Context: an optimization exercise on an open-source flow, tuned for small area and a short achievable clock period. The choices shown serve that exercise and are no tape-out recipe. Only simulation tests tie the RTL to the original design; equivalence was not proved. Power and IR drop assume default switching activity.

## exp/sierra
Design wdc_acq_top, start of the top module:
module wdc_acq_top (
  input  logic                                  lclk,
  input  logic                                  lclk_rst,
  input  logic [2*12-1:0]  i_adc_samp,
  input  logic [2*16-1:0]             i_trig_conf,
  input  logic                                  i_rd_en,
  input  logic                                  i_ltc_set,
  input  logic [48-1:0]                 i_ltc_val,
  output logic                                  o_rd_valid,
  output logic [48+3:0]                 o_rd_word,
  output logic [2-1:0]                o_overflow
);
  localparam int HW = 48 + 1;
  wdc_pkg::ltc_t ltc;
  logic [1:0] trig;
  logic [1:0] hdr_empty;
  logic [7:0] hdr_free;
  logic [7:0] samp_free;
  logic [7:0] sel;
  logic [(4 + 12)-1:0] psel;
  logic [HW-1:0] hdr_c [2];
  logic [7:0][3:0] ph;
  wdc_pkg::sample_t samp_c [2];
  logic lo_max;
  logic mid_max;
  logic [15:0] inc_lo;
  logic [15:0] inc_mid;
  logic [15:0] inc_hi;
  wdc_pkg::ltc_t pre [5];
  always_comb begin
    pre[0] = ltc;
    for (int l = 0; l < 4; l++) begin
      for (int i = 0; i < 48; i++) begin
        if ((i >> l) & 1) begin
          pre[l+1][i] = pre[l][i] & pre[l][((i >> l) << l) - 1];
        end else begin
          pre[l+1][i] = pre[l][i];
        end
      end
    end
    inc_lo  = ltc[15:0]  ^ {pre[4][14:0], 1'b1};
    inc_mid = ltc[31:16] ^ {pre[4][30:16], 1'b1};
    inc_hi  = ltc[47:32] ^ {pre[4][46:32], 1'b1};
  end
  always_ff @(posedge lclk) begin
    if (lclk_rst) begin
      ltc     <= '0;
      lo_max  <= 1'b0;
      mid_max <= 1'b0;
    end else if (i_ltc_set) begin
      ltc     <= i_ltc_val;
      lo_max  <= &i_ltc_val[15:0];
      mid_max <= &i_ltc_val[31:16];
    end else begin
      ltc[15:0] <= inc_lo;
      lo_max    <= (ltc[15:0] == 16'hfffe);
      if (lo_max) begin
        ltc[31:16] <= inc_mid;
        mid_max    <= (ltc[31:16] == 16'hfffe);
      end
      if (lo_max && mid_max) begin
        ltc[47:32] <= inc_hi;
      end
    end
  end
  for (genvar c = 0; c < 2; c++) begin : g_chan
  ...
Size: ~4600 cells after synthesis, about 160 I/O pins.
clock: 4.0 ns
lec_check: 0
cap_margin: 20
core_margin: 2
core_utilization: 70
cts_buf_list: sky130_fd_sc_hd__clkbuf_16
cts_cluster_diameter: 100
cts_cluster_size: 25
setup_slack_margin: 2.0
slew_margin: 20
standard.sh (not shown) runs the stock make flow with config.mk's settings and CLKGATE_MAP_FILE= SYNTH_SCRIPT=/design/flow/synth_recipe.tcl, a recipe that flattens the netlist after the stock synthesis.
==> flow/flow/run.sh <==
#!/bin/bash
set -euo pipefail
export BUFFER_PORTS_ARGS="-buffer_cell sky130_fd_sc_hd__buf_1"
bash standard.sh > flow_make.log 2>&1
The following lists how exp/nickel was set up differently from exp/sierra:
Settings: SETUP_SLACK_MARGIN: 2.0 -> 2.3; CORE_UTILIZATION: 70 -> 60.
==> flow/run.sh (new file) <==
#!/bin/bash
# synth_recipe.tcl (not shown) runs the flow's synth.tcl, then flattens the netlist and writes it again
# the make line also repeats each setting of config.mk as NAME=value (left out here)
make -C /OpenROAD-flow-scripts/flow DESIGN_CONFIG=/design/flow/config.mk WORK_HOME=/design/flow/orfs CLKGATE_MAP_FILE= SYNTH_SCRIPT=/design/flow/synth_recipe.tcl finish
removed: flow/flow/run.sh
removed: flow/standard.sh
exp/nickel vs. exp/sierra: overall fraction of global-route tracks in use went down 2.5 points, met3 layer wire length in the routed design went down about 20%, sequential share of layout area went down 5.4 points.
--- input diff exp/nickel..exp/onyx ---
Settings: SETUP_SLACK_MARGIN: 2.3 -> 2.0; CORE_UTILIZATION: 60 -> 70.
Notes after the runs:
Going from exp/nickel to exp/onyx, the global-route wire length before repair was found to have gone down by about 7%.
Taking exp/onyx as 1.0, exp/nickel lands at 1.5 on largest net degree at the start of global routing.
Compared exp/onyx vs exp/nickel, and aggregate global-route resource usage is up in exp/onyx.
Routed length on met3, exp/onyx vs exp/nickel: up by more than 10%
Summary: shortest clock period the worst path allows after layout, exp/onyx worse than exp/nickel
What exp/willow does differently from exp/onyx at the input level:
Settings: CORE_UTILIZATION: 70 -> 60.
### Flow results
Any difference in adder and majority gate portion of the synthesized area between exp/onyx and exp/willow is small enough to ignore.
Looking at final critical path time including I/O delays and setup across both flows, exp/willow is the stronger of the two, with exp/onyx trailing.
Delta (exp/willow minus exp/onyx): met3 capacity usage during global routing now smaller, part of the power in registers now smaller, final wirelength now larger, number of clock sinks about even, number of nets in the final layout moved up.
exp/willow vs exp/onyx — number of standard-cell rows in the floorplan rose about 8%.

[afterwards: timing with drivers on the ports]
In the flow no input, the clock included, has a driving cell. The finished layouts below were timed again as built, in two steps. Step 1 (the two cells are an assumption about what drives the block):
set clk [get_ports {lclk}]
set_driving_cell -lib_cell sky130_fd_sc_hd__clkbuf_16 $clk
set_driving_cell -lib_cell sky130_fd_sc_hd__buf_2 [delete_from_list [all_inputs] $clk]
Step 2 also shifts input and output timing later by t, the mid clock arrival at the registers, as if the neighbouring blocks saw the same clock. Slacks: ideal ports / drivers / drivers and shift; pairs: ideal ports / drivers.
| run | shift t [ns] | slack for setup (ns) | pins driven straight from the clock port |
|---|---|---|---|
| exp/sierra | 0.794 | 1.907 / 1.829 / 1.472 | 1 |
| exp/nickel | 0.813 | 1.945 / 1.870 / 1.495 | 1 |
| exp/onyx | 0.787 | 1.895 / 1.818 / 1.261 | 1 |
| exp/willow | 0.809 | 1.937 / 1.869 / 1.323 | 1 |
After both steps every run listed still meets setup and hold. The setup slack of exp/onyx, which loses most, moves by -0.077 ns with the drivers and by -0.634 ns with both steps.
